This is an optimization exercise on Yosys and OpenROAD, whose aim is a short achievable clock period and few clock cycles, not a production implementation. Function was checked by simulation only, so behaviour that the tests miss may differ from the original. Power and IR drop assume default switching activity.

// cpu
module cpu (
	input  logic                 clock_i,
	input  logic                 rst_i,
	input  logic [31:0]          inst_i,
	input  logic [32-1:0] load_data_i,
	output logic [32-1:0] pc_o,
	output logic [32-1:0] address_o,
	output logic [32-1:0] store_data_o,
	output logic                 mem_load_o,
	output logic                 mem_store_o
);
Size in the first run: about 160 I/O pins.
Settings: LEC_CHECK=0, CAP_MARGIN=20, CELL_PAD_IN_SITES_GLOBAL_PLACEMENT=1, CORE_MARGIN=2, CORE_UTILIZATION=40, PLACE_DENSITY=0.5, SETUP_SLACK_MARGIN=5, SLEW_MARGIN=20, SYNTH_HIERARCHICAL=1, SYNTH_MINIMUM_KEEP_SIZE=0; clock period 10.0 ns.
standard.sh (not shown) runs the stock make flow with config.mk's settings and CLKGATE_MAP_FILE= SYNTH_SCRIPT=/design/flow/synth_recipe.tcl, a recipe that flattens the netlist after the stock synthesis.
==> flow/flow/run.sh <==
#!/bin/bash
set -euo pipefail
MARGIN=$(cat flow/margin.txt)
bash standard.sh synth > synth.log 2>&1
bash standard.sh SETUP_SLACK_MARGIN=$MARGIN finish > layout.log 2>&1
==> flow/flow/margin.txt <==
7
Testbench counts at the start, summed over its fixed seeds: cycles 18,069.
Then changed:
--- a/flow/design.v
+++ b/flow/design.v
@@ -111,32 +111,23 @@
 	input  logic                 we_i,       
 	input  logic [4:0]           waddr_i,
 	input  logic [32-1:0] wdata_i,
 	input  logic [32-1:0] rsel1_i,    
 	input  logic [32-1:0] rsel2_i,
 	output logic [32-1:0] rdata1_o,
-	output logic [32-1:0] rdata2_o,
-	output logic [32-1:0] one_o       
+	output logic [32-1:0] rdata2_o
 );
 	logic [32-1:0] regs [1:32-1];
-	logic [32-1:1] one;
 	always_ff @(posedge clock_i) begin
 		if (rst_i) begin
 			for (int i = 1; i < 32; i++)
 				regs[i] <= '0;
 		end else if (we_i) begin
 			regs[waddr_i] <= wdata_i;
 		end
 	end
-	always_ff @(posedge clock_i) begin
-		if (rst_i)
-			one <= '0;
-		else if (we_i)
-			one[waddr_i] <= wdata_i == 32'(1);
-	end
-	assign one_o = {one, 1'b0};
 	always_comb begin
 		rdata1_o = '0;
 		rdata2_o = '0;
 		for (int i = 1; i < 32; i++) begin
 			rdata1_o = rdata1_o | ({32{rsel1_i[i]}} & regs[i]);
 			rdata2_o = rdata2_o | ({32{rsel2_i[i]}} & regs[i]);
@@ -265,15 +256,13 @@
 	output logic [32-1:0] address_o,
 	output logic [32-1:0] store_data_o,
 	output logic                 mem_load_o,
 	output logic                 mem_store_o
 );
 	logic [32-1:0] pc, pc4, npc, npc_other, if_tgt_j, if_tgt_b;
-	logic                 if_jal, if_br, if_taken, if_keep, if_br_h, if_isbr, if_match, if_one;
-	logic                 d_once;
-	logic [32-1:0] gpr_one;
+	logic                 if_jal, if_br, if_taken, if_keep, if_br_h, if_isbr;
 	logic                 d_valid;
 	logic [32-1:0] d_pc4, d_tgt_b;
 	logic [31:0]          d_inst;
 	logic                 d_pred, d_early;
 	logic [32-1:0] d_rsel1, d_rsel2;
 	logic                 if_early, if_stall, d_stall, if_rs1, if_rs2;
@@ -289,15 +278,15 @@
 	logic [4:0]           e_rd, e_shamt;
 	logic                 e_pred, e_sd_late;
 	logic [32-1:0] alu_sum, alu_dif, alu_other, alu_result;
 	logic                 alu_eq, alu_less, e_taken, e_mispredict;
 	logic                 m_mis;
 	logic [32-1:0] m_alt;
-	logic [32-1:0] m_result, m_sd, m_value;
+	logic [32-1:0] m_result, m_sd, m_value, m_addr;
 	logic [4:0]           m_rd;
-	logic                 m_we, m_load, m_store;
+	logic                 m_we, m_load, m_store, m_ldw;
 	addr_gen addr_gen_i (
 		.inst_i(inst_i),
 		.pc_i(pc),
 		.jal_o(if_jal),
 		.br_o(if_br_h),
 		.isbr_o(if_isbr),
@@ -313,17 +302,13 @@
 		else if (stall)
 			npc_other = pc;
 		else
 			npc_other = pc4;
 	end
 	assign if_keep = !m_mis && !id_mis && !stall;
-	assign if_one = |(d_rsel1 & gpr_one);
-	assign d_once = d_valid && d_inst[6:0] == 7'b0010011 && d_inst[14:12] == 3'b000 &&
-		d_inst[31:20] == 12'hFFF && id_rd != 5'd0 && !ex_hit1 && !mem_hit1;
-	assign if_match = d_once && inst_i[24:20] == 5'd0 && inst_i[19:15] == id_rd;
-	assign if_br = if_match ? (if_isbr && (if_one ^ inst_i[12])) : if_br_h;
+	assign if_br = if_br_h;
 	assign if_taken = if_jal || if_br;
 	assign npc = ({32{if_keep && if_jal}} & if_tgt_j) |
 		({32{if_keep && if_br}} & if_tgt_b) |
 		({32{!(if_keep && if_taken)}} & npc_other);
 	always_ff @(posedge clock_i) begin
 		if (rst_i)
@@ -374,14 +359,13 @@
 		.we_i(m_we),
 		.waddr_i(m_rd),
 		.wdata_i(m_value),
 		.rsel1_i(d_rsel1),
 		.rsel2_i(d_rsel2),
 		.rdata1_o(id_rdata1),
-		.rdata2_o(id_rdata2),
-		.one_o(gpr_one)
+		.rdata2_o(id_rdata2)
 	);
 	hazard hazard_i (
 		.rs1_i(id_rs1),
 		.rs2_i(id_rs2),
 		.ex_rd_i(e_rd),
 		.ex_we_i(e_ctrl.reg_write),
@@ -459,24 +443,27 @@
 		m_alt <= e_alt;
 	end
 	always_ff @(posedge clock_i) begin
 		if (rst_i) begin
 			m_we <= 1'b0;
 			m_load <= 1'b0;
+			m_ldw <= 1'b0;
 			m_store <= 1'b0;
 		end else begin
 			m_we <= e_ctrl.reg_write && !m_mis;
 			m_load <= e_ctrl.is_load && !m_mis;
+			m_ldw <= e_ctrl.is_load && e_ctrl.reg_write && !m_mis;  
 			m_store <= e_ctrl.is_store && !m_mis;
 		end
 	end
 	always_ff @(posedge clock_i) begin
 		m_result <= alu_result;
+		m_addr <= alu_sum;  
 		m_sd <= e_sd_late ? load_data_i : e_sd;
 		m_rd <= e_rd;
 	end
-	assign address_o = m_result;
+	assign address_o = m_addr;
 	assign store_data_o = m_sd;
 	assign mem_load_o = m_load;
 	assign mem_store_o = m_store;
-	assign m_value = m_load ? load_data_i : m_result;
+	assign m_value = m_ldw ? load_data_i : m_result;
 endmodule
Result: Clock power fell by 4.1%; critical path depth does not change; non-clock buffer count went down by 204; combinational power came out higher by about 4%; clock skew drops by 10 ps; global-route usage drops by 9.2 points; setup slack got worse by 190 ps; synthesized area falls by 3.4%; via count went down by 16%; wire length fell by 22%; power came out lower by 0.34%; final cell count drops by 4.9%.
Testbench counts after the change, summed over its fixed seeds: cycles 18,272.

* * *

cpu, a different RTL version from the one above (not shown whole).
For scale: ~7300 cells after synthesis, about 160 I/O pins.
Design cpu, start of the top module:
module cpu (
	input  logic                 clock_i,
	input  logic                 rst_i,
	input  logic [31:0]          inst_i,
	input  logic [32-1:0] load_data_i,
	output logic [32-1:0] pc_o,
	output logic [32-1:0] address_o,
	output logic [32-1:0] store_data_o,
	output logic                 mem_load_o,
	output logic                 mem_store_o
);
==> flow/config.mk <==
export PLATFORM = sky130hd
export DESIGN_NAME = cpu
export DESIGN_NICKNAME = cpu
export VERILOG_FILES = /design/flow/design.v
export SDC_FILE = /design/flow/constraint.sdc
export NUM_CORES = 4
export LEC_CHECK = 0
export CAP_MARGIN = 20
export CELL_PAD_IN_SITES_GLOBAL_PLACEMENT = 1
export CORE_MARGIN = 2
export CORE_UTILIZATION = 40
export PLACE_DENSITY = 0.5
export SETUP_SLACK_MARGIN = 5
export SLEW_MARGIN = 20
export SYNTH_HIERARCHICAL = 1
export SYNTH_MINIMUM_KEEP_SIZE = 0
==> flow/constraint.sdc <==
create_clock -name core_clock -period 10.0 [get_ports {clock_i}]
set_input_delay 2.0000 -clock core_clock [delete_from_list [all_inputs] [get_ports {clock_i}]]
set_output_delay 2.0000 -clock core_clock [all_outputs]
set_load 0.01 [all_outputs]
Scripts as last shown in full above: flow/flow/run.sh, flow/flow/margin.txt
Testbench counts at the start, summed over its fixed seeds: cycles 18,225.
==> next run, changes <==
--- a/flow/design.v
+++ b/flow/design.v
@@ -272,19 +272,19 @@
 	logic                 ex_hit1, ex_hit2, mem_hit1, mem_hit2, sd_late, id_hitb;
 	logic                 id_early, id_zero, id_taken, id_mis;
 	cpu_pkg::ctrl_t       e_ctrl;
 	logic [32-1:0] e_a, e_b, e_sd, e_alt;
 	logic [4:0]           e_rd, e_shamt;
 	logic                 e_pred, e_sd_late;
 	logic [32-1:0] alu_sum, alu_dif, alu_other, alu_result;
 	logic                 alu_eq, alu_less, e_taken, e_mispredict;
-	logic [32-1:0] m_result, m_sd, m_value;
+	logic [32-1:0] m_result, m_sd, m_value, m_addr;
 	logic [4:0]           m_rd;
-	logic                 m_we, m_load, m_store;
+	logic                 m_we, m_load, m_store, m_ldw;
 	addr_gen addr_gen_i (
 		.inst_i(inst_i),
 		.pc_i(pc),
 		.jal_o(if_jal),
 		.br_o(if_br),
 		.tgt_j_o(if_tgt_j),
 		.tgt_b_o(if_tgt_b)
 	);
@@ -428,26 +428,29 @@
 		({32{e_ctrl.alu.sub}} & alu_dif) |
 		{{(32-1){1'b0}}, e_ctrl.alu.slt && alu_less} | alu_other;
 	assign e_taken = e_ctrl.is_branch && (alu_eq ^ e_ctrl.branch_ne);
 	assign e_mispredict = e_ctrl.is_branch && (e_taken ^ e_pred);
 	always_ff @(posedge clock_i) begin
 		if (rst_i) begin
 			m_we <= 1'b0;
 			m_load <= 1'b0;
+			m_ldw <= 1'b0;
 			m_store <= 1'b0;
 		end else begin
 			m_we <= e_ctrl.reg_write;
 			m_load <= e_ctrl.is_load;
+			m_ldw <= e_ctrl.is_load && e_ctrl.reg_write;  
 			m_store <= e_ctrl.is_store;
 		end
 	end
 	always_ff @(posedge clock_i) begin
 		m_result <= alu_result;
+		m_addr <= alu_sum;  
 		m_sd <= e_sd_late ? load_data_i : e_sd;
 		m_rd <= e_rd;
 	end
-	assign address_o = m_result;
+	assign address_o = m_addr;
 	assign store_data_o = m_sd;
 	assign mem_load_o = m_load;
 	assign mem_store_o = m_store;
-	assign m_value = m_load ? load_data_i : m_result;
+	assign m_value = m_ldw ? load_data_i : m_result;
 endmodule
After rerunning: Area after synthesis rose by 0.58%. Synthesized cell count is about the same. Worst setup slack gets worse by 110 ps. Clock power goes down by 3.2%. Cell area climbs by 2.3%. Routed wire length rises by 2.0%.
Testbench counts after the change, summed over its fixed seeds: cycles 18,225.

[re-timing with driven ports]
The results above use ideal ports. As a check the final layouts listed here were re-extracted and re-timed, cells and wires unchanged.
Step 1: set_driving_cell puts a clkbuf_16 on clock_i and a buf_2 on each other input, an assumption about the parent block.
Step 2 times the ports against the registers' clock, not the clock port: input delays grow and output delays shrink by t, the midpoint of the rising clock arrivals with the driver on.
Slacks: ideal ports / drivers / drivers and shift; pairs: ideal ports / drivers.
run	t (ns)	setup slack, ns	worst setup path at the end	latest minus earliest clock arrival (ns)
the first run of note 1	0.972	6.526 / 6.481 / 5.615	input to register	0.060 / 0.060
the second run of note 1	0.917	6.331 / 6.331 / 5.590	input to register	0.040 / 0.041
the first run of note 2	0.930	6.476 / 6.441 / 5.646	input to register	0.085 / 0.085
the second run of note 2	0.936	6.365 / 6.378 / 5.477	input to register	0.048 / 0.048
After both steps setup and hold are still met in every run listed. The setup slack of the first run of note 1, which loses most, moves by -0.045 ns with the drivers and by -0.911 ns with both steps.
